Source: an optimization exercise on an open RTL-to-GDS flow (aim: small area, a short achievable clock period and few clock cycles per item). Production flows keep margins and buffers that such runs may drop. Where RTL was checked, it was by simulation tests only, not by an equivalence proof against the original. The RTL of runs 1 and 4 to 6 was laid out without a check of its function. Power is estimated from default activity; no workload was simulated.

==> design/flow/design.v <==
package psb_pkg;
    localparam int NUM_SEM    = 8;
    localparam int MAX_TASKS  = 32;
    localparam int CNT_W      = 16;
    localparam int S_TDATA_W  = 48;
    localparam int M_TDATA_W  = 16;
    localparam int CFG_DATA_W = 64;
    localparam logic [1:0] ST_OK      = 2'd0;
    localparam logic [1:0] ST_BLOCKED = 2'd1;
    localparam logic [1:0] ST_REFUSED = 2'd2;
    localparam logic [1:0] ST_TIMEOUT = 2'd3;
endpackage
module psb_prienc (
    input  logic [31:0] vec,
    output logic [31:0] drop,
    output logic [5:0]  prio,
    output logic        two
);
    logic [31:0] above;    
    logic [31:0] top;
    always_comb begin
        above[31] = 1'b0;
        for (int i = 30; i >= 0; i--) begin
            above[i] = above[i+1] | vec[i+1];
        end
        drop = vec & above;
        top  = vec & ~above;
        prio = '0;
        for (int i = 0; i < 32; i++) begin
            prio = prio | ({6{top[i]}} & 6'(i + 1));
        end
        two = |drop;
    end
endmodule
module psb_core (
    input  logic        aclk,
    input  logic        aresetn,
    input  logic        cfg_mask,     
    input  logic        cfg_counts,   
    input  logic [63:0] cfg_data,
    input  logic        rd_load,      
    input  logic [7:0]  rd_sel,       
    input  logic        ex_fire,
    input  logic [7:0]  sel,          
    input  logic [4:0]  pidx,
    input  logic        op_wait,      
    input  logic        op_block,     
    input  logic        op_sig,       
    input  logic        op_res,       
    output logic [1:0]  status,
    output logic        rel_valid,
    output logic [5:0]  rel_prio
);
    logic [7:0]  cmask_reg;
    logic [15:0] cnt_reg  [8];
    logic [31:0] mask_reg [8];
    logic [15:0] c;
    logic [31:0] b;
    logic        z, full, any, cm;
    logic [15:0] rc;
    logic [31:0] rb;
    logic [16:0] lz, lo;      
    logic        eq1, eqfe;
    logic [31:0] pbit;
    logic        hit;         
    logic [31:0] drop;
    logic [5:0]  top_prio;
    logic        two;
    logic        dec, inc, blk;
    logic [15:0] cnt_new;
    logic [31:0] mask_new;
    logic        z_new, full_new, any_new;
    logic        keep;
    logic [15:0] cnt_base;
    logic [31:0] mask_wd;
    logic        fwd;
    logic        rcm;
    always_ff @(posedge aclk) begin
        if (!aresetn) begin
            cmask_reg <= '0;
        end else if (cfg_mask) begin
            cmask_reg <= cfg_data[7:0];
        end
    end
    always_comb begin
        lz[0] = 1'b1;
        lo[0] = 1'b1;
        for (int i = 0; i < 16; i++) begin
            lz[i+1] = lz[i] & ~c[i];
            lo[i+1] = lo[i] & c[i];
        end
    end
    assign eq1  = c[0] & (c[15:1] == 15'd0);
    assign eqfe = ~c[0] & (c[15:1] == 15'h7FFF);
    always_comb begin
        for (int i = 0; i < 32; i++) pbit[i] = (pidx == 5'(i));
    end
    assign hit = |(b & pbit);
    psb_prienc u_prienc (
        .vec  (b),
        .drop (drop),
        .prio (top_prio),
        .two  (two)
    );
    assign dec     = op_wait & ~z;
    assign inc     = op_sig & ~any & (cm ? ~full : z);
    assign blk     = op_block & z;
    assign cnt_new = c ^ (({16{dec}} & lz[15:0]) | ({16{inc}} & lo[15:0]));
    always_comb begin
        mask_new = b;
        if (op_sig)      mask_new = drop;
        else if (op_res) mask_new = b & ~pbit;
        else if (blk)    mask_new = b | pbit;
    end
    assign z_new    = dec ? eq1 : (z & ~inc);
    assign full_new = inc ? eqfe : (full & ~dec);
    assign any_new  = op_sig ? two :
                      op_res ? (two | (any & ~hit)) :
                      (any | blk);
    always_comb begin
        status = psb_pkg::ST_REFUSED;
        if (op_wait) begin
            if (!z)            status = psb_pkg::ST_OK;
            else if (op_block) status = psb_pkg::ST_BLOCKED;
        end else if (op_sig) begin
            if (any | inc)     status = psb_pkg::ST_OK;
        end else if (op_res) begin
            status = hit ? psb_pkg::ST_TIMEOUT : psb_pkg::ST_OK;
        end
    end
    assign rel_valid = op_sig & any;
    assign rel_prio  = op_sig ? top_prio : 6'd0;
    assign keep     = aresetn & ~cfg_counts;
    assign cnt_base = cnt_new & {16{keep}};
    assign mask_wd  = mask_new & {32{keep}};
    for (genvar s = 0; s < 8; s++) begin : g_sem
        logic        we;
        logic [7:0]  bt;
        logic [15:0] cw;
        assign bt = cfg_data[8*s +: 8];
        assign we = ~aresetn | cfg_counts | (ex_fire & sel[s]);
        assign cw[15:8] = cnt_base[15:8];
        assign cw[7:0]  = cfg_counts ?
                          {bt[7:1] & {7{cmask_reg[s]}}, cmask_reg[s] ? bt[0] : (bt != 8'd0)} :
                          cnt_base[7:0];
        always_ff @(posedge aclk) begin
            if (we) begin
                cnt_reg[s]  <= cw;
                mask_reg[s] <= mask_wd;
            end
        end
    end
    assign fwd = ex_fire & ((rd_sel & sel) != 8'd0);
    always_comb begin
        rc  = '0;
        rb  = '0;
        rcm = 1'b0;
        for (int s = 0; s < 8; s++) begin
            rc  = rc  | (cnt_reg[s]  & {16{rd_sel[s]}});
            rb  = rb  | (mask_reg[s] & {32{rd_sel[s]}});
            rcm = rcm | (cmask_reg[s] & rd_sel[s]);
        end
    end
    always_ff @(posedge aclk) begin
        if (rd_load) begin
            if (fwd) begin
                c    <= cnt_new;
                b    <= mask_new;
                z    <= z_new;
                full <= full_new;
                any  <= any_new;
            end else begin
                c    <= rc;
                b    <= rb;
                z    <= (rc == 16'd0);
                full <= (rc == 16'hFFFF);
                any  <= (rb != 32'd0);
            end
            cm <= rcm;
        end
    end
endmodule
module priority_semaphore_bank_top (
    input  logic         aclk,
    input  logic         aresetn,
    input  logic         s_tvalid,
    output logic         s_tready,
    input  logic [47:0]  s_tdata,
    output logic         m_tvalid,
    input  logic         m_tready,
    output logic [15:0]  m_tdata,
    input  logic         cfg_valid,
    output logic         cfg_ready,
    input  logic [0:0]   cfg_index,
    input  logic [63:0]  cfg_data
);
    typedef struct packed {
        logic [7:0] sel;
        logic [4:0] pidx;
        logic       op_wait;
        logic       op_block;
        logic       op_sig;
        logic       op_res;
    } req_t;
    logic       r_vld, x_vld, o0_vld, o1_vld;
    req_t       r_req, x_req, s_req;
    logic [8:0] o0, o1, rsp;
    logic       s_fire, x_fire, r_move, o_pop;
    logic [1:0] mode;
    logic [5:0] prio;
    logic       prio_ok, tmo_nz;
    logic [1:0] status;
    logic       rel_valid;
    logic [5:0] rel_prio;
    assign mode    = s_tdata[1:0];
    assign prio    = s_tdata[10:5];
    assign tmo_nz  = |s_tdata[42:11];
    assign prio_ok = (prio != 6'd0) && (prio <= 6'd32);
    assign s_req.sel      = 8'd1 << s_tdata[4:2];
    assign s_req.pidx     = prio[4:0] - 5'd1;
    assign s_req.op_wait  = (mode == 2'd0);
    assign s_req.op_block = (mode == 2'd0) && tmo_nz && prio_ok;
    assign s_req.op_sig   = (mode == 2'd1);
    assign s_req.op_res   = (mode == 2'd2) && prio_ok;
    assign cfg_ready = 1'b1;
    assign x_fire   = x_vld && !o1_vld;
    assign r_move   = r_vld && (!x_vld || x_fire);
    assign s_tready = !r_vld || !x_vld || x_fire;
    assign s_fire   = s_tvalid && s_tready;
    assign o_pop    = o0_vld && m_tready;
    always_ff @(posedge aclk) begin
        if (!aresetn) begin
            r_vld  <= 1'b0;
            x_vld  <= 1'b0;
            o0_vld <= 1'b0;
            o1_vld <= 1'b0;
        end else begin
            r_vld <= s_fire || (r_vld && !r_move);
            x_vld <= r_move || (x_vld && !x_fire);
            if (!o0_vld || o_pop) begin
                o0_vld <= o1_vld || x_fire;
                o1_vld <= 1'b0;
            end else begin
                o1_vld <= o1_vld || x_fire;
            end
        end
    end
    assign rsp = {rel_prio, rel_valid, status};
    always_ff @(posedge aclk) begin
        if (s_fire) r_req <= s_req;
        if (r_move) x_req <= r_req;
        if (!o0_vld || o_pop) begin
            o0 <= o1_vld ? o1 : rsp;
        end else if (!o1_vld) begin
            o1 <= rsp;
        end
    end
    psb_core u_core (
        .aclk       (aclk),
        .aresetn    (aresetn),
        .cfg_mask   (cfg_valid && (cfg_index == 1'b0)),
        .cfg_counts (cfg_valid && (cfg_index == 1'b1)),
        .cfg_data   (cfg_data),
        .rd_load    (r_move),
        .rd_sel     (r_req.sel),
        .ex_fire    (x_fire),
        .sel        (x_req.sel),
        .pidx       (x_req.pidx),
        .op_wait    (x_req.op_wait),
        .op_block   (x_req.op_block),
        .op_sig     (x_req.op_sig),
        .op_res     (x_req.op_res),
        .status     (status),
        .rel_valid  (rel_valid),
        .rel_prio   (rel_prio)
    );
    assign m_tvalid = o0_vld;
    assign m_tdata  = {7'd0, o0};
endmodule
==> design/flow/run.sh <==
#!/bin/bash
# synth_recipe.tcl (not shown) runs the flow's synth.tcl, then flattens the netlist and writes it again
# the make line also repeats each setting of config.mk as NAME=value (left out here)
make -C /OpenROAD-flow-scripts/flow DESIGN_CONFIG=/design/flow/config.mk WORK_HOME=/design/flow/orfs CLKGATE_MAP_FILE= SYNTH_SCRIPT=/design/flow/synth_recipe.tcl finish
==> design/flow/config.mk <==
export PLATFORM = sky130hd
export DESIGN_NAME = priority_semaphore_bank_top
export DESIGN_NICKNAME = priority_semaphore_bank_top
export VERILOG_FILES = /design/flow/design.v
export SDC_FILE = /design/flow/constraint.sdc
export NUM_CORES = 4
export LEC_CHECK = 0
export CAP_MARGIN = 20
export CORE_MARGIN = 2
export CORE_UTILIZATION = 40
export SETUP_SLACK_MARGIN = 2.5
export SLEW_MARGIN = 20
==> design/flow/constraint.sdc <==
create_clock -name core_clock -period 5.0 [get_ports {aclk}]
set_input_delay 1.0000 -clock core_clock [delete_from_list [all_inputs] [get_ports {aclk}]]
set_output_delay 1.0000 -clock core_clock [all_outputs]
set_load 0.01 [all_outputs]
==> results of run 1 <==
==> how the worst min path moves through the flow <==
stage | depth (start not counted) | slack (ns) | endpoint | startpoint
after global routing | 0 | 0.44 | x_req[3] | r_req[3]
after global placement | 0 | 0.41 | x_req[3] | r_req[3]
after CTS | 0 | 0.42 | x_req[4] | r_req[4]
after floorplan | 0 | 0.40 | x_req[0] | r_req[0]
final | 0 | 0.42 | x_req[4] | r_req[4]
after detailed placement | 0 | 0.41 | x_req[4] | r_req[4]
==> cell usage after synthesis, drive strengths merged (6+ instances only) <==
library cell	number	share of area
a21o	66	0.023
a21oi	89	0.020
a221oi	6	0.0024
a22oi	203	0.070
a31oi	19	0.0055
and3	12	0.0034
buf	26	0.0072
clkbuf	93	0.016
dfxtp	12	0.011
edfxtp	488	0.67
inv	23	0.0040
mux2	6	0.0031
mux2i	16	0.0074
nand2	55	0.0095
nand2b	11	0.0032
nand3	16	0.0037
nand4	64	0.018
nor2	140	0.024
nor2b	26	0.0075
nor3	30	0.0074
nor3b	9	0.0031
nor4	41	0.012
o21ai	88	0.020
o22ai	7	0.0020
or3	6	0.0017
or4	9	0.0038
xnor2	6	0.0024
xor2	14	0.0056
==> cell type report <==
type	instances	area, µm²	share of cell area
clock inverter	27	259	0.00970
tap	696	871	0.0326
multi-input combinational	1018	6890	0.258
sequential	500	14900	0.558
clock buffer	69	1410	0.0527
timing repair buffer	241	2290	0.0858
inverter	23	86.3	0.00323
==> layout by cell type (no fill, tap or decap), types with 8 or more instances in the layout <==
cell and n:
clkdlybuf4s50_1 112, nand3_1 14, and3_1 12, nor2b_1 17
xor2_1 14, a21o_1 58, a22oi_1 203, nor2_2 28
o21ai_2 12, inv_1 23, o21ai_0 70, a31oi_1 17
clkinv_2 10, nand2b_1 11, clkbuf_16 53, conb_1 8
clkbuf_1 14, buf_6 15, nand4_1 64, buf_4 94
edfxtp_1 488, nand2_1 50, nor4_1 32, nor2_1 109
mux2i_1 16, a21oi_1 87, nor3_1 25, dfxtp_1 10
==> routing by layer <==
layer | track usage | part of all wire | vias up
met1 | 0.304 | 0.41 | 7798
li1 | - | - | 6941
met2 | 0.385 | 0.48 | 683
met5 | 0 | 0.00021 | -
met3 | 0.0413 | 0.078 | 135
met4 | 0.0719 | 0.030 | 2
==> kinds of logic (layout without fill, tap and decap cells) <==
| logic type | after synthesis | count (layout) | synth area share |
|---|---|---|---|
| xor gates and xnor gates | 20 | 20 | 0.00805 |
| muxes | 23 | 23 | 0.0115 |
| other | 2 | 8 | 0.000345 |
| buffers and inverters | 142 | 360 | 0.0272 |
| DFF | 500 | 500 | 0.684 |
| AOI/OAI and AO/OA | 520 | 521 | 0.161 |
| and+or+nand+nor | 439 | 440 | 0.105 |
| adders and majority gates | 6 | 6 | 0.00287 |
==> worst max-delay path, delay by kind of cell (launching register included) <==
family / cells / cell delay, ns
compound gates: 4 / 0.73
buf+inv: 1 / 0.29
simple gates: 3 / 1.00
flops: 1 / 0.53
==> through the flow <==
| step | setup WS, ns | hold slack, ns |
|---|---|---|
| after floorplan | 2.24 | 0.400 |
| after global placement | 1.39 | 0.410 |
| after detailed placement | 1.32 | 0.405 |
| after CTS | 2.23 | 0.419 |
| after global routing | 2.12 | 0.440 |
| final | 2.20 | 0.425 |
==> power breakdown <==
part	switching [mW]	total, mW	leakage, nW	internal [mW]
clock	1.63	3.78	0.818	2.15
combinational	0.586	0.926	3.64	0.340
sequential	0.132	5.12	5.21	4.99
==> timing repair <==
action / CTS / global route
gates cloned: 3 / 2
hold endpoints to repair: 0 / 0
endpoints found under the setup margin: 840 / 604
gates resized for setup: 92 / 70
buffers inserted: 62 / 29
pin swaps: 14 / 20
==> flow_metrics.py, run 1 <==
metrics = {
    "status": {
        "status": "no timing/DRC/antenna violations",
    },
    "final_layout": {
        "antennaDiodeCount": 0,
        "n_fill_cell": 4684,
        "largest_register_ffs": 256,
        "final_area_um2": 26700,
        "syn_to_final_growth_pct": 22.6,
        "nNetsFinal": 1955,
        "finalNonFillerCells": 2574,
        "finish.utilization": 0.496,
        "drive_above_1_share": 0.173,
    },
    "die": {
        "core-area_um2": 53800,
        "initial_core_util": 0.405,
        "rows": 85,
        "die_width_um": 237,
        "pin_count": 137,
        "die_area_um2": 56300,
        "die_h_um": 237,
    },
    "place": {
        "placed_area_um2": 23700,
        "gp_congestion": 0.952,
        "io_buffers": 123,
        "hpwl_mm": 38.7,
        "dp.cells": 2382,
    },
    "global_route": {
        "grt_pass1_wl_mm": 97.1,
        "antenna_found_initial": 2,
        "grt_max_degree": 56,
        "grt_pass1_vias": 15462,
        "groute.usage.overall": 0.230,
        "grt_overflow_total": 0,
    },
    "worst_setup_path": {
        "r2r_slack_ns": 2.20,
        "r2r-end": "u_core.any",
        "worstPathMaxFanout": 5,
        "cp-start-kind": "flop",
        "worst-setup-path-type": "reg2reg",
        "r2r_cells": 8,
        "cp.required_ns": 5.34,
        "critPathCaptureType": "flop",
        "rr_startpoint": "u_core.b[24]",
        "cpPeakStageDelay_ns": 0.56,
        "crit_chain": "or4_4 > nor3_4 > bufbuf_16 > a31oi_1 > a2111oi_2 > nand4_1 > o41ai_2 > a21oi_1",
        "startpoint": "u_core.b[24]",
        "critical_path.slowest_cell": "or4_4",
        "crit_path_end": "u_core.any",
        "arrival_ns": 3.15,
    },
    "logic_synthesis": {
        "synthCells": 1652,
        "ys_seq_area_frac": 0.684,
        "synth_ff_type": "edfxtp_1",
        "synth_edf_count": 488,
        "synth.avg_cell_area_um2": 13.2,
        "synth_seq_cells": 500,
        "ys_types": 70,
        "ys_async_sr_fraction": 0,
        "netlist_area_um2": 21800,
        "yosysWarnings": 5,
    },
    "sta": {
        "min_period_over_period": 0.561,
        "rsz0062_at_grt": "yes",
        "fin_crit_ns": 2.80,
        "fmax_mhz": 357,
        "hold_violations": 0,
        "fin_tns_setup_ns": 0,
        "tightest_slew_ns": 1.05,
        "fin_skew_ns": 0.0324,
        "slew_violations": 0,
        "relSlewSlack": 0.301,
        "setup_violations": 0,
    },
    "routing": {
        "vias_per_cell": 6.04,
        "drt_pass1_iterations": 6,
        "drtIter0Drc": 1567,
        "drc": 0,
        "num_vias": 15559,
        "avgRoutedWirePerCell_um": 25.6,
        "wl_mm": 66.0,
        "ant_nets": 0,
    },
    "power_and_ir_drop": {
        "leakagePower_nw": 9.67,
        "p_per_area_nw_per_um2": 368,
        "max-vdd-ir-drop_mv": 0.264,
        "power.total_mw": 9.83,
    },
    "clocking": {
        "cts_root_buf": "clkbuf_16",
        "clk_pin_slew_ns": 0.07,
        "clockBufferDepth": 3,
        "cts_max_level": 2,
        "cts_tree": "done",
        "numClockSinks": 500,
        "cts_buffers": 52,
        "cts_hold_buf": 0,
        "clock_latency_ns": 0.62,
    },
    "job": {
        "cap_violations": 0,
    },
    "hold_path": {
        "hp-class": "reg2reg",
    },
}
==> run 2: changes to the inputs <==
--- a/design/flow/design.v
+++ b/design/flow/design.v
@@ -16,20 +16,45 @@
     output logic [5:0]  prio,
     output logic        two
 );
+    logic [31:0] s [6];    
     logic [31:0] above;    
     logic [31:0] top;
-    always_comb begin
-        above[31] = 1'b0;
-        for (int i = 30; i >= 0; i--) begin
-            above[i] = above[i+1] | vec[i+1];
-        end
-        drop = vec & above;
-        top  = vec & ~above;
-        prio = '0;
+    logic [15:0] a1, t1;   
+    logic [7:0]  a2, t2;
+    logic [3:0]  a3, t3;
+    logic [1:0]  a4, t4;
+    always_comb begin
+        s[0] = vec;
+        for (int k = 0; k < 5; k++) begin
+            for (int i = 0; i < 32; i++) begin
+                if (((i >> k) & 1) == 0) s[k+1][i] = s[k][i] | s[k][((i >> k) + 1) << k];
+                else                     s[k+1][i] = s[k][i];
+            end
+        end
+        above = {1'b0, s[5][31:1]};
+        drop  = vec & above;
+        top   = vec & ~above;
+        prio  = '0;
         for (int i = 0; i < 32; i++) begin
             prio = prio | ({6{top[i]}} & 6'(i + 1));
         end
-        two = |drop;
+        for (int i = 0; i < 16; i++) begin
+            a1[i] = vec[2*i] | vec[2*i+1];
+            t1[i] = vec[2*i] & vec[2*i+1];
+        end
+        for (int i = 0; i < 8; i++) begin
+            a2[i] = a1[2*i] | a1[2*i+1];
+            t2[i] = t1[2*i] | t1[2*i+1] | (a1[2*i] & a1[2*i+1]);
+        end
+        for (int i = 0; i < 4; i++) begin
+            a3[i] = a2[2*i] | a2[2*i+1];
+            t3[i] = t2[2*i] | t2[2*i+1] | (a2[2*i] & a2[2*i+1]);
+        end
+        for (int i = 0; i < 2; i++) begin
+            a4[i] = a3[2*i] | a3[2*i+1];
+            t4[i] = t3[2*i] | t3[2*i+1] | (a3[2*i] & a3[2*i+1]);
+        end
+        two = t4[0] | t4[1] | (a4[0] & a4[1]);
     end
 endmodule
 module psb_core (
@@ -59,7 +84,9 @@
     logic        z, full, any, cm;
     logic [15:0] rc;
     logic [31:0] rb;
-    logic [16:0] lz, lo;      
+    logic [15:0] pz [5];
+    logic [15:0] po [5];
+    logic [15:0] lz, lo;
     logic        eq1, eqfe;
     logic [31:0] pbit;
     logic        hit;         
@@ -83,19 +110,28 @@
         end
     end
     always_comb begin
-        lz[0] = 1'b1;
-        lo[0] = 1'b1;
-        for (int i = 0; i < 16; i++) begin
-            lz[i+1] = lz[i] & ~c[i];
-            lo[i+1] = lo[i] & c[i];
-        end
+        pz[0] = ~c;
+        po[0] = c;
+        for (int k = 0; k < 4; k++) begin
+            for (int i = 0; i < 16; i++) begin
+                if ((i >> k) & 1) begin
+                    pz[k+1][i] = pz[k][i] & pz[k][((i >> k) << k) - 1];
+                    po[k+1][i] = po[k][i] & po[k][((i >> k) << k) - 1];
+                end else begin
+                    pz[k+1][i] = pz[k][i];
+                    po[k+1][i] = po[k][i];
+                end
+            end
+        end
+        lz = {pz[4][14:0], 1'b1};
+        lo = {po[4][14:0], 1'b1};
     end
     assign eq1  = c[0] & (c[15:1] == 15'd0);
     assign eqfe = ~c[0] & (c[15:1] == 15'h7FFF);
     always_comb begin
         for (int i = 0; i < 32; i++) pbit[i] = (pidx == 5'(i));
     end
-    assign hit = |(b & pbit);
+    assign hit = b[pidx];
     psb_prienc u_prienc (
         .vec  (b),
         .drop (drop),
@@ -105,7 +141,7 @@
     assign dec     = op_wait & ~z;
     assign inc     = op_sig & ~any & (cm ? ~full : z);
     assign blk     = op_block & z;
-    assign cnt_new = c ^ (({16{dec}} & lz[15:0]) | ({16{inc}} & lo[15:0]));
+    assign cnt_new = c ^ (({16{dec}} & lz) | ({16{inc}} & lo));
     always_comb begin
         mask_new = b;
         if (op_sig)      mask_new = drop;
--- a/design/flow/config.mk
+++ b/design/flow/config.mk
@@ -8,5 +8,5 @@
 export CAP_MARGIN = 20
 export CORE_MARGIN = 2
 export CORE_UTILIZATION = 40
-export SETUP_SLACK_MARGIN = 2.5
+export SETUP_SLACK_MARGIN = 3.0
 export SLEW_MARGIN = 20
==> run 2 against run 1 <==
Still clean on timing, DRC and antenna. Setup slack better by 0.24 ns. Sequential power hardly changed. Clock power hardly changed. Wire length is 24% higher. Critical path depth stayed put. Critical path type unchanged. Largest cell class unchanged. Largest power group unchanged.
==> flow_metrics.py, run 2 <==
metrics = {
    "status": {
        "status": "no timing/DRC/antenna violations",
    },
    "worst_setup_path": {
        "crit_chain": "buf_6 > buf_4 > a22oi_1 > nand4_1 > nor4_4 > nand4_1 > nor4_4 > a21oi_1",
        "critPathCaptureType": "flop",
        "critical_path.slowest_cell": "edfxtp_1",
        "cp-start-kind": "flop",
        "worst-setup-path-type": "reg2reg",
        "cp.required_ns": 5.34,
        "worstPathMaxFanout": 4,
        "arrival_ns": 2.90,
        "cp.buffers_inverters": 2,
        "cpPeakStageDelay_ns": 0.55,
        "critical-path-top-delay-family": "simple AND/OR/NAND/NOR gates",
    },
    "power_and_ir_drop": {
        "combPwrFrac": 0.127,
        "netSwitchingFraction": 0.249,
        "leakagePower_nw": 11.1,
        "seqPwrFrac": 0.504,
        "max-vdd-ir-drop_mv": 0.260,
        "power_frac_clock": 0.369,
        "p_sw_mw": 2.53,
        "internal-power_mw": 7.64,
        "p_per_area_nw_per_um2": 334,
    },
    "final_layout": {
        "most-common-layout-cells": "edfxtp_1 (488), buf_4 (198), a22oi_1 (192)",
        "nNetsFinal": 2078,
        "drive_above_1_share": 0.359,
        "final_common_cell": "edfxtp_1",
        "syn_to_final_growth_pct": 40.1,
        "antennaDiodeCount": 0,
        "largest_register_ffs": 256,
    },
    "clocking": {
        "numClockSinks": 500,
        "cts_max_level": 2,
        "clk_pin_slew_ns": 0.06,
        "cts_root_buf": "clkbuf_16",
        "clockBufferDepth": 3,
        "clock_latency_ns": 0.61,
        "cts_buffers": 52,
        "cts_hold_buf": 0,
        "cts_tree": "done",
    },
    "routing": {
        "drtIter0Drc": 2586,
        "avgRoutedWirePerCell_um": 30.3,
        "wl_mm": 81.6,
        "drc": 0,
        "vias_per_cell": 6.52,
        "drt_pass1_iterations": 6,
        "ant_nets": 0,
        "num_vias": 17563,
    },
    "die": {
        "die_width_um": 237,
        "pin_count": 137,
        "die_area_um2": 56300,
        "die_h_um": 237,
        "rows": 85,
        "core-area_um2": 53800,
        "initial_core_util": 0.404,
    },
    "logic_synthesis": {
        "yosysWarnings": 8,
        "ys_async_sr_fraction": 0,
        "synth_top_area_share": 0.673,
        "yosys.cell_count.top_type": "edfxtp_1",
        "synth_area_leaders": "edfxtp_1 (67%), a22oi_1 (7.0%), a21o_1 (2.2%), a21oi_1 (2.2%), nor2_1 (1.9%)",
        "yosys-top-cells-count": "edfxtp_1 (488), a22oi_1 (202), nor2_1 (109), a21oi_1 (94), clkbuf_1 (82)",
        "synth.avg_cell_area_um2": 13.8,
        "ys_seq_area_frac": 0.684,
        "synth_ff_type": "edfxtp_1",
        "synth_top_area_cell": "edfxtp_1",
        "synth_seq_cells": 500,
        "ys_types": 72,
        "netlist_area_um2": 21800,
        "synthCells": 1573,
        "synth_edf_count": 488,
    },
    "sta": {
        "fin_crit_ns": 2.56,
        "fin_tns_setup_ns": 0,
        "hold_violations": 0,
        "slew_violations": 0,
        "tightest_slew_ns": 0.968,
        "relSlewSlack": 0.351,
        "rsz0062_at_grt": "yes",
        "fin_skew_ns": 0.0385,
        "setup_violations": 0,
        "fmax_mhz": 390,
        "worst_slack_ns": 2.44,
        "min_period_over_period": 0.512,
    },
    "global_route": {
        "grt_overflow_total": 0,
        "groute.usage.overall": 0.265,
        "grt_pass1_wl_mm": 110,
        "grt_pass1_vias": 16522,
        "antenna_found_initial": 0,
        "grt_max_degree": 43,
    },
    "place": {
        "io_buffers": 123,
        "gp_congestion": 0.956,
        "hpwl_mm": 39.9,
        "dp_slack_ns": 1.33,
    },
    "hold_path": {
        "hp-class": "reg2reg",
    },
    "job": {
        "cap_violations": 0,
    },
}
-- run 2: cell types whose count changed after synthesis, moves of 7 or more --
cell and change:
a31oi_1 -16, a221oi_1 +11, clkbuf_1 -11, nand2_1 -12
buf_2 +10, inv_1 -8, a221o_1 +7, o21ai_0 -51
mux4_2 +7, nor2_1 -31
-- run 2: per-layer routing --
layer / track usage / routed length, µm
met1: 0.360 / 31300
met2: 0.403 / 36400
met3: 0.0669 / 9600
met4: 0.117 / 4270
met5: 0 / 0
-- run 2: repair_timing --
action,in CTS,in global routing
buffers inserted,187,68
pin swaps,109,88
setup endpoints to repair,904,740
gates resized for setup,387,154
endpoints found under the hold margin,0,0
cloned,25,13
-- run 2: power groups by stage --
stage               combinational (mW)  clock, mW  sequential (mW)
global route                      1.34       3.94             5.15
finish                            1.29       3.75             5.13
CTS                               1.11       3.78             5.12
global placement                 0.785          0             5.22
floorplan                        0.505          0             5.15
detailed placement               0.792          0             5.23
-- run 2: stage by stage --
stage          std cells  area (µm²)  hold slack (ns)  total power [mW]   util
2_1_floorplan       1579       22300            0.400              5.65      -
3_3_place_gp        2308       24000            0.414              6.01  0.446
3_5_place_dp        2308       24000            0.405              6.03  0.446
4_1_cts             2613       29100            0.426              10.0  0.540
5_1_grt             2694       30500            0.430              10.4  0.567
6_report            2694       30500            0.428              10.2  0.567
-- run 2: final cells by class --
type / count / area [µm²]
timing repair buffer: 420 / 4400
sequential: 500 / 14900
clock buffer: 62 / 1360
fill: 4081 / 23300
multi-input combinational: 970 / 8640
inverter: 15 / 60.1
clock inverter: 31 / 264
tap: 696 / 871
-- run 2: worst reg2reg max path: stages, from the launching register on --
cell	delay [ns]
edfxtp_1	0.55
buf_6	0.21
buf_4	0.15
a22oi_1	0.16
nand4_1	0.22
nor4_4	0.47
nand4_1	0.22
nor4_4	0.24
a21oi_1	0.08
-- run 2: worst paths after layout --
| path | slack (ns) | endpoint | start | depth (start not counted) |
|---|---|---|---|---|
| setup reg to reg | 2.44 | u_core.any | r_req[13] | 8 |
| setup / recovery | 2.44 | u_core.any | r_req[13] | 8 |
| hold / removal | 0.43 | x_req[5] | r_req[5] | 0 |
| hold reg to reg | 0.43 | x_req[5] | r_req[5] | 0 |
-- run 2: cells by family (layout without fill, tap and decap cells) --
kind of cell               Yosys count  in the layout  synth area share
muxes                               36             36            0.0218
buffers and inverters              132            528            0.0254
other                                2              8          0.000345
adders and majority gates            1              1          0.000575
xor gates and xnor gates            20             20           0.00805
DFF                                500            500             0.684
AOI/OAI and AO/OA                  488            508             0.158
and+or+nand+nor                    394            397             0.101
Testbench counts of run 2, summed over its fixed seeds: cycles 19,296, items 19,200.
==> run 3: changes to the inputs <==
--- a/design/flow/config.mk
+++ b/design/flow/config.mk
@@ -8,5 +8,5 @@
 export CAP_MARGIN = 20
 export CORE_MARGIN = 2
 export CORE_UTILIZATION = 40
-export SETUP_SLACK_MARGIN = 3.0
+export SETUP_SLACK_MARGIN = 2.5
 export SLEW_MARGIN = 20
==> run 3 against run 2 <==
Still clean on timing, DRC and antenna. Synthesized cell count unchanged. Non-clock buffer count shrank 154. Sequential power about the same. Clock power grew 1%. Critical endpoint unchanged. Final cell count is 6.2% lower. Register-to-register slack got worse by 0.03 ns. Critical path type unchanged. First-iteration DRC count down 27%. Setup slack got worse by 0.032 ns. Critical path depth unchanged. Wire length shrank 16%. Clock skew is 0.0049 ns lower. Global-route usage fell by 2.8 points.
==> flow_metrics.py, run 3 <==
metrics = {
    "worst_setup_path": {
        "critPathCaptureType": "flop",
        "worstPathMaxFanout": 26,
        "cp-start-kind": "flop",
        "critical_path.slowest_cell": "nor4_1",
        "r2r_cells": 8,
        "crit_chain": "buf_4 > buf_4 > a22oi_1 > nand4_1 > nor4_1 > nand4_1 > nor4_1 > a21oi_1",
        "arrival_ns": 2.95,
        "crit_path_end": "u_core.any",
        "path_depth": 8,
        "critical-path-top-delay-family": "simple AND/OR/NAND/NOR gates",
        "cp.buffers_inverters": 2,
        "rr_startpoint": "r_req[12]",
        "cpPeakStageDelay_ns": 0.48,
        "r2r_slack_ns": 2.41,
        "cp.required_ns": 5.36,
        "worst-setup-path-type": "reg2reg",
        "r2r-end": "u_core.any",
        "startpoint": "r_req[12]",
    },
    "hold_path": {
        "hold_depth": 0,
        "hp-class": "reg2reg",
    },
    "final_layout": {
        "antennaDiodeCount": 0,
        "most-common-layout-cells": "edfxtp_1 (488), a22oi_1 (202), buf_4 (119)",
        "final_common_cell": "edfxtp_1",
        "largest_register_ffs": 256,
        "finish.utilization": 0.500,
        "syn_to_final_growth_pct": 23.5,
        "nNetsFinal": 1909,
        "drive_above_1_share": 0.187,
    },
    "clocking": {
        "cts_root_buf": "clkbuf_16",
        "clock_latency_ns": 0.61,
        "cts_tree": "done",
        "clk_pin_slew_ns": 0.06,
        "numClockSinks": 500,
        "cts_max_level": 2,
        "cts_buffers": 51,
        "clockBufferDepth": 3,
    },
    "sta": {
        "fin_tns_setup_ns": 0,
        "worst_slack_ns": 2.41,
        "rsz0062_at_grt": "yes",
        "min_period_over_period": 0.519,
        "slew_violations": 0,
        "fin_crit_ns": 2.59,
        "fmax_mhz": 386,
        "holdWs_ns": 0.418,
        "hold_violations": 0,
        "setup_violations": 0,
        "relSlewSlack": 0.345,
        "tightest_slew_ns": 0.982,
        "fin_skew_ns": 0.0336,
    },
    "power_and_ir_drop": {
        "power.total_mw": 9.89,
        "combPwrFrac": 0.097,
        "seqPwrFrac": 0.518,
        "power_frac_clock": 0.385,
        "netSwitchingFraction": 0.237,
        "internal-power_mw": 7.54,
        "p_per_area_nw_per_um2": 368,
        "max-vdd-ir-drop_mv": 0.277,
        "p_sw_mw": 2.34,
        "leakagePower_nw": 9.75,
    },
    "global_route": {
        "groute.usage.overall": 0.237,
        "antenna_found_initial": 1,
        "grt_max_degree": 70,
        "grt_pass1_wl_mm": 98.6,
        "grt_pass1_vias": 15072,
        "grt_overflow_total": 0,
    },
    "die": {
        "pin_count": 137,
        "die_area_um2": 56300,
        "die_width_um": 237,
        "initial_core_util": 0.404,
        "rows": 85,
        "core-area_um2": 53800,
        "die_h_um": 237,
    },
    "logic_synthesis": {
        "yosysWarnings": 8,
        "synth_area_leaders": "edfxtp_1 (67%), a22oi_1 (7.0%), a21o_1 (2.2%), a21oi_1 (2.2%), nor2_1 (1.9%)",
        "synth_edf_count": 488,
        "synth_ff_type": "edfxtp_1",
        "synth.avg_cell_area_um2": 13.8,
        "synth_top_area_share": 0.673,
        "synth_top_area_cell": "edfxtp_1",
        "synth_seq_cells": 500,
        "netlist_area_um2": 21800,
        "ys_seq_area_frac": 0.684,
        "yosys-top-cells-count": "edfxtp_1 (488), a22oi_1 (202), nor2_1 (109), a21oi_1 (94), clkbuf_1 (82)",
        "synthCells": 1573,
        "ys_async_sr_fraction": 0,
        "yosys.cell_count.top_type": "edfxtp_1",
        "ys_types": 72,
    },
    "routing": {
        "avgRoutedWirePerCell_um": 27.0,
        "ant_nets": 0,
        "drt_pass1_iterations": 5,
        "drtIter0Drc": 1900,
        "drc": 0,
        "num_vias": 15677,
        "wl_mm": 68.2,
        "vias_per_cell": 6.20,
    },
    "place": {
        "hpwl_mm": 39.8,
        "gp_congestion": 0.922,
        "io_buffers": 123,
        "dp_slack_ns": 1.57,
    },
    "job": {
        "cap_violations": 0,
    },
    "status": {
        "status": "no timing/DRC/antenna violations",
    },
}
[run 3: routing by layer]
layer  up-vias  part of all wire  global-route usage
met5         -           0.00019                   0
met4         2             0.040              0.0913
met3       146              0.10              0.0602
met2       874              0.44               0.350
met1      7858              0.42               0.335
li1       6797                 -                   -
[run 3: repair_timing]
action	CTS	global route
hold buffers	0	0
pin swaps	2	12
gates cloned	10	0
buffers inserted	54	58
gates resized for setup	34	56
setup endpoints to repair	773	460
[run 3: worst min-delay path by stage]
| stage | startpoint | endpoint | slack (ns) |
|---|---|---|---|
| 2_1_floorplan | r_req[0] | x_req[0] | 0.40 |
| 3_3_place_gp | r_req[6] | x_req[6] | 0.41 |
| 6_report | r_req[6] | x_req[6] | 0.42 |
| 3_5_place_dp | r_req[6] | x_req[6] | 0.41 |
| 5_1_grt | r_req[6] | x_req[6] | 0.44 |
| 4_1_cts | r_req[6] | x_req[6] | 0.42 |
[run 3: stage by stage]
stage / cell area (µm²) / std cells
3_3_place_gp: 23800 / 2311
6_report: 26900 / 2527
4_1_cts: 26200 / 2469
5_1_grt: 26900 / 2527
2_1_floorplan: 21900 / 1579
3_5_place_dp: 23800 / 2311
[run 3: cell families (layout without fill, tap and decap cells)]
| kind of cell | count (synthesis) | in the layout | share of synthesized area |
|---|---|---|---|
| flip-flops | 500 | 500 | 0.684 |
| AO/OA/AOI/OAI | 488 | 496 | 0.158 |
| AND/OR/NAND/NOR | 394 | 395 | 0.101 |
| buffers and inverters | 132 | 375 | 0.0254 |
| multiplexers | 36 | 36 | 0.0218 |
| XOR/XNOR | 20 | 20 | 0.00805 |
| other | 2 | 8 | 0.000345 |
| adder cells (fa/ha/maj) | 1 | 1 | 0.000575 |
[run 3: power by group through the flow]
stage	Sequential, mW	Clock, mW	Combinational (mW)
6_report	5.12	3.80	0.962
5_1_grt	5.15	4.01	1.02
4_1_cts	5.13	3.86	0.883
3_5_place_dp	5.23	0	0.783
3_3_place_gp	5.22	0	0.773
2_1_floorplan	5.14	0	0.469
[run 3: worst register-to-register path, stage by stage (launching register included)]
cell	delay (ns)
edfxtp_1	0.40
buf_4	0.19
buf_4	0.27
a22oi_1	0.23
nand4_1	0.27
nor4_1	0.48
nand4_1	0.14
nor4_1	0.28
a21oi_1	0.07
[run 3: cell type report]
cell class	count	area, µm²
Clock buffer	59	1310
Clock inverter	35	365
Fill cell	4631	26900
Inverter	15	56.3
Multi-Input combinational cell	956	6820
Sequential cell	500	14900
Tap cell	696	871
Timing Repair Buffer	266	2560
==> run 4: changes to the inputs <==
--- a/design/flow/design.v
+++ b/design/flow/design.v
@@ -102,6 +102,7 @@
     logic [31:0] mask_wd;
     logic        fwd;
     logic        rcm;
+    logic [7:0]  rsel;
     always_ff @(posedge aclk) begin
         if (!aresetn) begin
             cmask_reg <= '0;
@@ -186,34 +187,33 @@
             end
         end
     end
-    assign fwd = ex_fire & ((rd_sel & sel) != 8'd0);
+    assign fwd  = ex_fire & ((rd_sel & sel) != 8'd0);
+    assign rsel = rd_load ? rd_sel : sel;
     always_comb begin
         rc  = '0;
         rb  = '0;
         rcm = 1'b0;
         for (int s = 0; s < 8; s++) begin
-            rc  = rc  | (cnt_reg[s]  & {16{rd_sel[s]}});
-            rb  = rb  | (mask_reg[s] & {32{rd_sel[s]}});
-            rcm = rcm | (cmask_reg[s] & rd_sel[s]);
+            rc  = rc  | (cnt_reg[s]  & {16{rsel[s]}});
+            rb  = rb  | (mask_reg[s] & {32{rsel[s]}});
+            rcm = rcm | (cmask_reg[s] & rsel[s]);
         end
     end
     always_ff @(posedge aclk) begin
-        if (rd_load) begin
-            if (fwd) begin
-                c    <= cnt_new;
-                b    <= mask_new;
-                z    <= z_new;
-                full <= full_new;
-                any  <= any_new;
-            end else begin
-                c    <= rc;
-                b    <= rb;
-                z    <= (rc == 16'd0);
-                full <= (rc == 16'hFFFF);
-                any  <= (rb != 32'd0);
-            end
-            cm <= rcm;
+        if (fwd) begin
+            c    <= cnt_new;
+            b    <= mask_new;
+            z    <= z_new;
+            full <= full_new;
+            any  <= any_new;
+        end else begin
+            c    <= rc;
+            b    <= rb;
+            z    <= (rc == 16'd0);
+            full <= (rc == 16'hFFFF);
+            any  <= (rb != 32'd0);
         end
+        cm <= rcm;
     end
 endmodule
 module priority_semaphore_bank_top (
==> run 4 against run 3 <==
Via count is 1.2% higher. Still clean on timing, DRC and antenna. Non-clock buffer count is 29 lower. Sequential power is 9.0% higher. Clock-buffer cell count is 2 higher. Critical path depth is 3 higher. Clock skew hardly changed. Combinational power is 73% higher. Critical endpoint is now u_core.z. Highest routed layer is now met4.
==> flow_metrics.py, run 4 <==
metrics = {
    "status": {
        "status": "no timing/DRC/antenna violations",
    },
    "place": {
        "dp.cells": 2306,
        "hpwl_mm": 35.8,
        "dp_slack_ns": 1.30,
        "io_buffers": 123,
        "gp_congestion": 0.919,
        "placed_area_um2": 23300,
    },
    "worst_setup_path": {
        "worst-setup-path-type": "reg2reg",
        "cp.required_ns": 5.52,
        "worstPathMaxFanout": 6,
        "arrival_ns": 3.41,
        "cp-start-kind": "flop",
        "critPathCaptureType": "flop",
    },
    "sta": {
        "slew_violations": 0,
        "fin_crit_ns": 2.89,
        "tightest_slew_ns": 0.918,
        "worst_slack_ns": 2.11,
        "hold_violations": 0,
        "fmax_mhz": 346,
        "relSlewSlack": 0.387,
        "min_period_over_period": 0.577,
        "rsz0062_at_grt": "yes",
        "fin_skew_ns": 0.0339,
        "setup_violations": 0,
        "fin_tns_setup_ns": 0,
    },
    "logic_synthesis": {
        "synth_top_area_cell": "edfxtp_1",
        "netlist_area_um2": 21300,
        "synth.avg_cell_area_um2": 13.5,
        "yosys-top-cells-count": "edfxtp_1 (436), a22oi_1 (127), nor2_1 (113), clkbuf_1 (78), nand2_1 (73)",
        "yosysWarnings": 8,
        "synth_edf_count": 436,
        "synthCells": 1581,
        "ys_async_sr_fraction": 0,
        "ys_seq_area_frac": 0.675,
        "yosys.cell_count.top_type": "edfxtp_1",
        "synth_area_leaders": "edfxtp_1 (62%), dfxtp_1 (6.0%), a22oi_1 (4.5%), a21o_1 (2.3%), a221oi_1 (2.3%)",
        "synth_top_area_share": 0.615,
        "synth_seq_cells": 500,
        "ys_types": 68,
        "synth_ff_type": "edfxtp_1",
    },
    "routing": {
        "vias_per_cell": 6.30,
        "num_vias": 15868,
        "avgRoutedWirePerCell_um": 29.1,
        "ant_nets": 0,
        "drc": 0,
        "wl_mm": 73.3,
        "drt_pass1_iterations": 5,
        "drtIter0Drc": 1879,
    },
    "die": {
        "core-area_um2": 52600,
        "die_width_um": 235,
        "rows": 84,
        "die_area_um2": 55100,
        "pin_count": 137,
        "initial_core_util": 0.405,
        "die_h_um": 235,
    },
    "clocking": {
        "numClockSinks": 500,
        "cts_buffers": 50,
        "clk_pin_slew_ns": 0.06,
        "cts_max_level": 2,
        "clock_latency_ns": 0.61,
        "clockBufferDepth": 3,
        "cts_hold_buf": 0,
        "cts_tree": "done",
        "cts_root_buf": "clkbuf_16",
    },
    "final_layout": {
        "final_common_cell": "edfxtp_1",
        "drive_above_1_share": 0.229,
        "largest_register_ffs": 256,
        "most-common-layout-cells": "edfxtp_1 (436), a22oi_1 (126), clkdlybuf4s50_1 (121)",
        "n_fill_cell": 4451,
        "syn_to_final_growth_pct": 28.2,
        "final_area_um2": 27300,
        "register_area_um2": 14400,
        "finalNonFillerCells": 2520,
        "multiInputGateArea_um2": 7870,
        "antennaDiodeCount": 0,
        "nNetsFinal": 1912,
    },
    "power_and_ir_drop": {
        "combPwrFrac": 0.147,
        "leakagePower_nw": 10.3,
        "power_frac_clock": 0.360,
        "p_sw_mw": 2.95,
        "seqPwrFrac": 0.493,
        "netSwitchingFraction": 0.260,
        "max-vdd-ir-drop_mv": 0.349,
        "p_per_area_nw_per_um2": 414,
        "internal-power_mw": 8.36,
        "power.total_mw": 11.3,
    },
    "global_route": {
        "grt_max_degree": 57,
        "grt_pass1_wl_mm": 104,
        "grt_pass1_vias": 15287,
        "grt_overflow_total": 0,
        "antenna_found_initial": 0,
        "groute.usage.overall": 0.256,
    },
    "job": {
        "cap_violations": 0,
    },
    "hold_path": {
        "hp-class": "reg2reg",
    },
}
## run 4: timing repair
action                                  4_1_cts  5_1_grt
resized for setup                           157      103
pin swaps                                    29       31
gates cloned                                 28        2
buffers inserted                             69       24
endpoints found under the setup margin      828      379
## run 4: critical path: stages (launching register included)
cell and delay (ns):
dfxtp_4 0.35, a21boi_4 0.17, buf_12 0.15, buf_12 0.13, mux2_8 0.39, buf_12 0.16, a22o_4 0.22, a221oi_4 0.27
and3_4 0.26, nand4_1 0.12, or4_1 0.42, o22ai_1 0.16
## run 4: through the flow
step | utilization | hold WS, ns
final | 0.519 | 0.424
after global placement | 0.443 | 0.411
after CTS | 0.507 | 0.419
after global routing | 0.519 | 0.427
after floorplan | - | 0.400
after detailed placement | 0.443 | 0.407
## run 4: path summary, 6_finish.rpt
path | startpoint | to | slack (ns) | cells past startpoint
setup / recovery | o1_vld | u_core.z | 2.11 | 11
hold / removal | r_req[1] | x_req[1] | 0.42 | 0
setup reg to reg | o1_vld | u_core.z | 2.11 | 11
hold reg to reg | r_req[1] | x_req[1] | 0.42 | 0
## run 4: area by class of cell
class                   count  share of cell area
clock inverters            30              0.0151
repair buffers            237              0.0840
clock buffers              61              0.0504
inverters                  14             0.00193
multi-input cells         990               0.288
flip-flops and latches    500               0.529
well taps                 688              0.0315
## run 4: power by group through the flow
stage | registers [mW] | logic, mW | clock network, mW
after floorplan | 5.42 | 0.918 | 0
after global placement | 5.58 | 1.28 | 0
after detailed placement | 5.60 | 1.30 | 0
after CTS | 5.54 | 1.53 | 4.11
after global routing | 5.62 | 1.76 | 4.27
final | 5.58 | 1.66 | 4.07
## run 4: cells by family after synthesis
logic type | count (synthesis) | synth area share
flops | 500 | 0.675
compound gates | 453 | 0.154
simple gates | 418 | 0.102
buf+inv | 127 | 0.0249
mux | 59 | 0.0343
xor+xnor | 20 | 0.00823
fa+ha+maj | 2 | 0.00106
other cells | 2 | 0.000353
## run 4: routing by layer
metal | global-route usage | part of all wire
met1 | 0.344 | 0.40
met2 | 0.394 | 0.45
met3 | 0.0572 | 0.098
met4 | 0.126 | 0.053
met5 | 0 | 0
==> run 5: changes to the inputs <==
--- a/design/flow/design.v
+++ b/design/flow/design.v
@@ -79,6 +79,7 @@
     logic [7:0]  cmask_reg;
     logic [15:0] cnt_reg  [8];
     logic [31:0] mask_reg [8];
+    logic [7:0]  any_reg;     
     logic [15:0] c;
     logic [31:0] b;
     logic        z, full, any, cm;
@@ -100,6 +101,8 @@
     logic        keep;
     logic [15:0] cnt_base;
     logic [31:0] mask_wd;
+    logic        any_wd;
+    logic        rany;
     logic        fwd;
     logic        rcm;
     logic [7:0]  rsel;
@@ -170,6 +173,7 @@
     assign keep     = aresetn & ~cfg_counts;
     assign cnt_base = cnt_new & {16{keep}};
     assign mask_wd  = mask_new & {32{keep}};
+    assign any_wd   = any_new & keep;
     for (genvar s = 0; s < 8; s++) begin : g_sem
         logic        we;
         logic [7:0]  bt;
@@ -184,6 +188,7 @@
             if (we) begin
                 cnt_reg[s]  <= cw;
                 mask_reg[s] <= mask_wd;
+                any_reg[s]  <= any_wd;
             end
         end
     end
@@ -193,7 +198,9 @@
         rc  = '0;
         rb  = '0;
         rcm = 1'b0;
+        rany = 1'b0;
         for (int s = 0; s < 8; s++) begin
+            rany = rany | (any_reg[s] & rsel[s]);
             rc  = rc  | (cnt_reg[s]  & {16{rsel[s]}});
             rb  = rb  | (mask_reg[s] & {32{rsel[s]}});
             rcm = rcm | (cmask_reg[s] & rsel[s]);
@@ -211,7 +218,7 @@
             b    <= rb;
             z    <= (rc == 16'd0);
             full <= (rc == 16'hFFFF);
-            any  <= (rb != 32'd0);
+            any  <= rany;
         end
         cm <= rcm;
     end
==> run 5 against run 4 <==
Still clean on timing, DRC and antenna. Combinational power is 7% lower. Clock power up 3%. Fmax is 9.1% higher. Clock skew decreased by 0.011 ns. Synthesized cell count grew 3.4%. Critical path type unchanged. Critical endpoint unchanged. Largest cell class unchanged.
==> flow_metrics.py, run 5 <==
metrics = {
    "worst_setup_path": {
        "r2r_slack_ns": 2.35,
        "critical_path.slowest_cell": "a2111oi_4",
        "worst-setup-path-type": "reg2reg",
        "rr_startpoint": "x_vld",
        "cp.buffers_inverters": 1,
        "critPathCaptureType": "flop",
        "crit_chain": "a21boi_4 > buf_12 > mux2_8 > a2111oi_4 > nand3_2 > nor3_4 > nand4_1 > o32ai_2",
        "cp.required_ns": 5.51,
        "cpPeakStageDelay_ns": 0.49,
        "arrival_ns": 3.15,
        "critical-path-top-delay-family": "compound AO/OA/AOI/OAI gates",
        "r2r_cells": 8,
        "r2r-end": "u_core.z",
        "cp-start-kind": "flop",
        "worstPathMaxFanout": 8,
    },
    "final_layout": {
        "largest_register_ffs": 256,
        "n_fill_cell": 4563,
        "most-common-layout-cells": "edfxtp_1 (444), clkdlybuf4s50_1 (116), nand2_1 (108)",
        "final_common_cell": "edfxtp_1",
        "syn_to_final_growth_pct": 25.6,
        "nNetsFinal": 1941,
        "multiInputGateArea_um2": 7480,
        "drive_above_1_share": 0.201,
        "finish.utilization": 0.508,
        "antennaDiodeCount": 0,
        "register_area_um2": 14600,
        "finalNonFillerCells": 2562,
    },
    "hold_path": {
        "holdPathEnd": "x_req[6]",
        "hold_depth": 0,
        "hp-class": "reg2reg",
        "hp-start": "r_req[6]",
    },
    "global_route": {
        "antenna_found_initial": 0,
        "grt_pass1_wl_mm": 100,
        "grt_max_degree": 50,
        "grt_pass1_vias": 15594,
        "grt_overflow_total": 0,
        "groute.usage.overall": 0.239,
    },
    "logic_synthesis": {
        "ys_seq_area_frac": 0.672,
        "ys_async_sr_fraction": 0,
        "yosys-top-cells-count": "edfxtp_1 (444), nor2_1 (126), nand2_1 (111), a22oi_1 (106), a21oi_1 (85)",
        "ys_types": 75,
        "synth_top_area_share": 0.613,
        "synth_area_leaders": "edfxtp_1 (61%), dfxtp_1 (5.9%), a22oi_1 (3.7%), a221oi_1 (2.7%), nor2_1 (2.2%)",
        "yosysWarnings": 8,
        "synthCells": 1634,
        "yosys.cell_count.top_type": "edfxtp_1",
        "synth_top_area_cell": "edfxtp_1",
        "netlist_area_um2": 21800,
        "synth.avg_cell_area_um2": 13.3,
        "synth_edf_count": 444,
        "synth_ff_type": "edfxtp_1",
        "synth_seq_cells": 508,
    },
    "sta": {
        "fmax_mhz": 378,
        "relSlewSlack": 0.360,
        "min_period_over_period": 0.529,
        "fin_crit_ns": 2.65,
        "slew_violations": 0,
        "fin_tns_setup_ns": 0,
        "hold_violations": 0,
        "fin_skew_ns": 0.0230,
        "setup_violations": 0,
        "tightest_slew_ns": 0.958,
        "rsz0062_at_grt": "yes",
    },
    "routing": {
        "ant_nets": 0,
        "drc": 0,
        "avgRoutedWirePerCell_um": 26.7,
        "num_vias": 15695,
        "drtIter0Drc": 1702,
        "wl_mm": 68.5,
        "drt_pass1_iterations": 5,
        "vias_per_cell": 6.13,
    },
    "die": {
        "die_h_um": 237,
        "core-area_um2": 53800,
        "die_width_um": 237,
        "rows": 85,
        "initial_core_util": 0.404,
        "pin_count": 137,
        "die_area_um2": 56300,
    },
    "clocking": {
        "cts_tree": "done",
        "cts_root_buf": "clkbuf_16",
        "clockBufferDepth": 3,
        "cts_hold_buf": 0,
        "clock_latency_ns": 0.61,
        "numClockSinks": 508,
        "cts_buffers": 53,
        "cts_max_level": 2,
        "clk_pin_slew_ns": 0.06,
    },
    "job": {
        "cap_violations": 0,
    },
    "power_and_ir_drop": {
        "leakagePower_nw": 10.2,
        "power.total_mw": 11.4,
        "max-vdd-ir-drop_mv": 0.259,
        "p_per_area_nw_per_um2": 417,
    },
    "place": {
        "gp_congestion": 0.914,
        "hpwl_mm": 38.0,
        "io_buffers": 123,
        "dp.cells": 2368,
    },
    "status": {
        "status": "no timing/DRC/antenna violations",
    },
}
run 5: changes by cell type after synthesis, sizes merged, moves of 11 or more:
| cell | change |
|---|---|
| a21oi | +13 |
| a221oi | +12 |
| a22oi | -20 |
| a31oi | +14 |
| and3 | -33 |
| nand2 | +38 |
| nand3 | +11 |
| nor2 | +13 |
run 5: area by class of cell:
cell class              count  share of cell area
well taps                 696              0.0319
flip-flops and latches    508               0.536
clock inverters            28              0.0138
clock buffers              71              0.0552
inverters                  11             0.00151
repair buffers            232              0.0877
multi-input cells        1016               0.274
run 5: how the worst max path moves through the flow:
stage                  from                     end  depth (start not counted)
2_1_floorplan  cfg_index[0]       u_core.any_reg[0]                          4
3_3_place_gp   cfg_index[0]  u_core.mask_reg[0][21]                          5
3_5_place_dp   cfg_index[0]    u_core.cnt_reg[0][7]                          6
4_1_cts               x_vld                u_core.z                          9
5_1_grt               x_vld                u_core.z                          8
6_report              x_vld                u_core.z                          8
run 5: power by group:
group | leakage (nW) | internal (mW) | switching, mW
clock | 0.915 | 2.54 | 1.65
combinational | 4.05 | 0.656 | 0.879
sequential | 5.21 | 5.27 | 0.395
run 5: repair_timing:
action                     in CTS  in global routing
buffers inserted               49                 29
setup endpoints to repair     738                534
resized for setup             137                 90
pin swaps                       9                 11
cloned                         14                  3
run 5: kinds of logic after synthesis:
family	Yosys count	synth area share
XOR/XNOR	20	0.00805
other	2	0.000345
AND/OR/NAND/NOR	442	0.0997
AO/OA/AOI/OAI	479	0.162
multiplexers	51	0.0298
adder cells (fa/ha/maj)	3	0.00150
buffers and inverters	129	0.0264
flip-flops	508	0.672
run 5: routing by layer:
metal	track usage	vias to the layer above	routed length [µm]
met5	0	-	0
met4	0.0898	0	2500
met3	0.0397	163	5330
met2	0.393	797	32800
met1	0.320	7874	27900
li1	-	6861	-
run 5: stage by stage:
stage | cell area [µm²] | setup slack, ns | hold WS, ns
floorplan | 21800 | 2.40 | 0.400
global placement | 23600 | 1.30 | 0.405
detailed placement | 23600 | 1.25 | 0.406
CTS | 26700 | 2.39 | 0.416
global route | 27300 | 2.32 | 0.419
finish | 27300 | 2.35 | 0.420
run 5: worst register-to-register path: cells and delay by family, from the launching register on:
kind	cells	cell delay (ns)
buffers and inverters	1	0.17
DFF	1	0.36
AOI/OAI and AO/OA	3	1.02
and+or+nand+nor	3	0.56
muxes	1	0.43
==> run 6: changes to the inputs <==
--- a/design/flow/design.v
+++ b/design/flow/design.v
@@ -63,7 +63,7 @@
     input  logic        cfg_mask,     
     input  logic        cfg_counts,   
     input  logic [63:0] cfg_data,
-    input  logic        rd_load,      
+    input  logic        rd_take,      
     input  logic [7:0]  rd_sel,       
     input  logic        ex_fire,
     input  logic [7:0]  sel,          
@@ -193,7 +193,7 @@
         end
     end
     assign fwd  = ex_fire & ((rd_sel & sel) != 8'd0);
-    assign rsel = rd_load ? rd_sel : sel;
+    assign rsel = rd_take ? rd_sel : sel;
     always_comb begin
         rc  = '0;
         rb  = '0;
@@ -245,10 +245,10 @@
         logic       op_sig;
         logic       op_res;
     } req_t;
-    logic       r_vld, x_vld, o0_vld, o1_vld;
-    req_t       r_req, x_req, s_req;
+    logic       x_vld, o0_vld, o1_vld;
+    req_t       x_req, s_req;
     logic [8:0] o0, o1, rsp;
-    logic       s_fire, x_fire, r_move, o_pop;
+    logic       s_fire, x_fire, o_pop;
     logic [1:0] mode;
     logic [5:0] prio;
     logic       prio_ok, tmo_nz;
@@ -267,19 +267,16 @@
     assign s_req.op_res   = (mode == 2'd2) && prio_ok;
     assign cfg_ready = 1'b1;
     assign x_fire   = x_vld && !o1_vld;
-    assign r_move   = r_vld && (!x_vld || x_fire);
-    assign s_tready = !r_vld || !x_vld || x_fire;
+    assign s_tready = !x_vld || !o1_vld;
     assign s_fire   = s_tvalid && s_tready;
     assign o_pop    = o0_vld && m_tready;
     always_ff @(posedge aclk) begin
         if (!aresetn) begin
-            r_vld  <= 1'b0;
             x_vld  <= 1'b0;
             o0_vld <= 1'b0;
             o1_vld <= 1'b0;
         end else begin
-            r_vld <= s_fire || (r_vld && !r_move);
-            x_vld <= r_move || (x_vld && !x_fire);
+            x_vld <= s_fire || (x_vld && !x_fire);
             if (!o0_vld || o_pop) begin
                 o0_vld <= o1_vld || x_fire;
                 o1_vld <= 1'b0;
@@ -290,8 +287,7 @@
     end
     assign rsp = {rel_prio, rel_valid, status};
     always_ff @(posedge aclk) begin
-        if (s_fire) r_req <= s_req;
-        if (r_move) x_req <= r_req;
+        if (s_fire) x_req <= s_req;
         if (!o0_vld || o_pop) begin
             o0 <= o1_vld ? o1 : rsp;
         end else if (!o1_vld) begin
@@ -304,8 +300,8 @@
         .cfg_mask   (cfg_valid && (cfg_index == 1'b0)),
         .cfg_counts (cfg_valid && (cfg_index == 1'b1)),
         .cfg_data   (cfg_data),
-        .rd_load    (r_move),
-        .rd_sel     (r_req.sel),
+        .rd_take    (s_tready),
+        .rd_sel     (s_req.sel),
         .ex_fire    (x_fire),
         .sel        (x_req.sel),
         .pidx       (x_req.pidx),
==> run 6 against run 5 <==
Still clean. Die area grew 2.0%. Sequential power shrank 4.8%. Largest cell class unchanged. Worst hold slack gained 0.13 ns. Utilization shrank 1.3 points. Clock-buffer cell count shrank 4. Register-to-register slack gained 0.15 ns. Synthesized cell count grew 7.0%. Total power shrank 6.1%. Clock power shrank 12%.
==> flow_metrics.py, run 6 <==
metrics = {
    "logic_synthesis": {
        "ys_seq_area_frac": 0.634,
        "yosys-top-cells-count": "edfxtp_1 (427), a22oi_1 (192), nor2_1 (127), nand2_1 (102), a21oi_1 (99)",
        "synth.avg_cell_area_um2": 12.7,
        "ys_types": 82,
        "synth_area_leaders": "edfxtp_1 (58%), a22oi_1 (6.5%), dfxtp_1 (5.7%), a21oi_1 (2.2%), nor2_1 (2.1%)",
        "ys_async_sr_fraction": 0,
        "synthCells": 1748,
        "synth_top_area_cell": "edfxtp_1",
        "yosysWarnings": 8,
        "netlist_area_um2": 22200,
        "synth_top_area_share": 0.577,
        "yosys.cell_count.top_type": "edfxtp_1",
        "synth_seq_cells": 490,
        "synth_edf_count": 427,
        "synth_ff_type": "edfxtp_1",
    },
    "worst_setup_path": {
        "crit_chain": "buf_12 > and2_4 > buf_12 > clkinvlp_4 > buf_12 > buf_6",
        "arrival_ns": 1.63,
        "worstPathMaxFanout": 2,
        "crit_top_cell": "buf_12",
        "critical_path.slowest_cell": "dfxtp_2",
        "cp.buffers_inverters": 5,
        "worst-setup-path-type": "reg2out",
        "cp.required_ns": 4.00,
        "cp-start-kind": "flop",
        "critPathCaptureType": "output port",
        "cpPeakStageDelay_ns": 0.35,
        "critical-path-top-delay-family": "buffers and inverters",
    },
    "clocking": {
        "numClockSinks": 490,
        "cts_tree": "done",
        "cts_max_level": 2,
        "clockBufferDepth": 3,
        "clk_pin_slew_ns": 0.06,
        "cts_hold_buf": 0,
        "cts_buffers": 50,
        "cts_root_buf": "clkbuf_16",
        "clock_latency_ns": 0.59,
    },
    "global_route": {
        "grt_overflow_total": 0,
        "grt_pass1_vias": 16081,
        "grt_max_degree": 47,
        "groute.usage.overall": 0.249,
        "grt_pass1_wl_mm": 106,
        "antenna_found_initial": 1,
    },
    "sta": {
        "min_period_over_period": 0.527,
        "fin_tns_setup_ns": 0,
        "holdWs_ns": 0.549,
        "fin_skew_ns": 0.0271,
        "fin_crit_ns": 2.63,
        "worst_slack_ns": 2.37,
        "setup_violations": 0,
        "hold_violations": 0,
        "rsz0062_at_grt": "yes",
        "slew_violations": 0,
        "relSlewSlack": 0.296,
        "tightest_slew_ns": 1.06,
        "fmax_mhz": 380,
    },
    "routing": {
        "ant_nets": 0,
        "avgRoutedWirePerCell_um": 27.3,
        "drtIter0Drc": 2297,
        "drt_pass1_iterations": 6,
        "num_vias": 16638,
        "wl_mm": 73.6,
        "vias_per_cell": 6.18,
        "drc": 0,
    },
    "place": {
        "dp.cells": 2522,
        "hpwl_mm": 43.5,
        "gp_congestion": 0.952,
        "io_buffers": 123,
        "dp_slack_ns": 1.05,
    },
    "die": {
        "rows": 86,
        "pin_count": 137,
        "die_h_um": 240,
        "die_area_um2": 57400,
        "core-area_um2": 55000,
        "die_width_um": 240,
        "initial_core_util": 0.404,
    },
    "status": {
        "status": "no timing/DRC/antenna violations",
    },
    "job": {
        "cap_violations": 0,
    },
    "power_and_ir_drop": {
        "leakagePower_nw": 9.98,
        "max-vdd-ir-drop_mv": 0.225,
        "p_per_area_nw_per_um2": 393,
    },
    "hold_path": {
        "hp-class": "reg2reg",
    },
    "final_layout": {
        "nNetsFinal": 2023,
        "drive_above_1_share": 0.185,
        "syn_to_final_growth_pct": 22.5,
        "antennaDiodeCount": 0,
        "largest_register_ffs": 256,
        "final_common_cell": "edfxtp_1",
        "finish.utilization": 0.495,
        "most-common-layout-cells": "edfxtp_1 (427), a22oi_1 (191), clkdlybuf4s50_1 (107)",
        "finalNonFillerCells": 2693,
    },
}
-- run 6: power by group --
part,switching [mW],internal (mW),total (mW)
Clock,1.56,2.12,3.68
Sequential,0.385,5.02,5.40
Combinational,0.952,0.661,1.61
-- run 6: worst paths after layout --
path | endpoint | slack, ns | start | cells past startpoint
worst max-delay path | s_tready | 2.37 | o1_vld | 6
worst min-delay path | o1[0] | 0.55 | o1[0] | 2
worst max register to register | o0[1] | 2.50 | u_core.b[6] | 6
worst min register to register | o1[0] | 0.55 | o1[0] | 2
-- run 6: per-layer routing --
layer	up-vias	global-route usage	part of all wire
li1	7238	-	-
met3	176	0.0423	0.086
met4	2	0.0900	0.039
met2	916	0.402	0.46
met1	8306	0.339	0.41
met5	-	0	0.00018
-- run 6: cell families after synthesis --
group,after synthesis,share of synthesized area
AO/OA/AOI/OAI,528,0.167
XOR/XNOR,20,0.00789
adder cells (fa/ha/maj),2,0.00101
buffers and inverters,153,0.0318
flip-flops,490,0.634
multiplexers,80,0.0471
other,2,0.000338
AND/OR/NAND/NOR,473,0.111
-- run 6: repair_timing --
item / 4_1_cts / 5_1_grt
resized for setup: 111 / 80
setup endpoints to repair: 848 / 476
pin swaps: 4 / 11
gates cloned: 7 / 2
buffers inserted: 46 / 23
-- run 6: tightest hold or removal path, delay by kind of cell (launching register included) --
kind	cells	cell delay (ns)
flops	1	0.32
compound gates	1	0.06
simple gates	1	0.06
-- run 6: stage by stage --
step / power, mW / cell area (µm²)
5_1_grt: 11.1 / 27200
3_5_place_dp: 6.86 / 24100
6_report: 10.7 / 27200
3_3_place_gp: 6.82 / 24100
2_1_floorplan: 6.24 / 22400
4_1_cts: 10.6 / 26700
-- run 6: cell type report --
type	count	area, µm²
inverter	18	77.6
timing repair buffer	226	2350
tap	748	936
multi-input combinational	1118	8150
clock buffer	67	1370
sequential	490	14100
fill	4723	27800
clock inverter	26	233

## separate check: timing with driven ports
The flow's constraints put no driver on any port. The routed layouts listed below were extracted and timed again, unchanged, in two steps. Step 1, drivers: a clkbuf_16 drives aclk and a buf_2 each remaining input, both assumed. Step 2 moves the port delays by t, midway between the first and last clock arrival at a register: inputs arrive t later, outputs are due t later. That takes back most of the time a late clock gives input paths. Slacks: ideal / step 1 / step 2; pairs: ideal / step 1.
| run | t (ns) | setup slack, ns | worst setup path after step 2 | worst register clock-pin slew, ns | worst slew at a driven data input, ns |
|---|---|---|---|---|---|
| run 1 | 0.661 | 2.196 / 2.196 / 1.959 | input to register | 0.07 / 0.07 | 0.05 |
| run 2 | 0.657 | 2.439 / 2.439 / 2.315 | input to register | 0.07 / 0.07 | 0.08 |
| run 3 | 0.660 | 2.407 / 2.407 / 2.035 | input to register | 0.07 / 0.07 | 0.11 |
| run 4 | 0.652 | 2.113 / 2.113 / 1.791 | input to register | 0.07 / 0.07 | 0.05 |
| run 5 | 0.659 | 2.353 / 2.353 / 1.943 | input to register | 0.07 / 0.07 | 0.05 |
| run 6 | 0.639 | 2.366 / 2.307 / 1.847 | input to register | 0.07 / 0.07 | 0.08 |
After both steps every run listed still meets setup and hold. The setup slack of run 6, which loses most, moves by -0.059 ns with the drivers and by -0.519 ns with both steps.
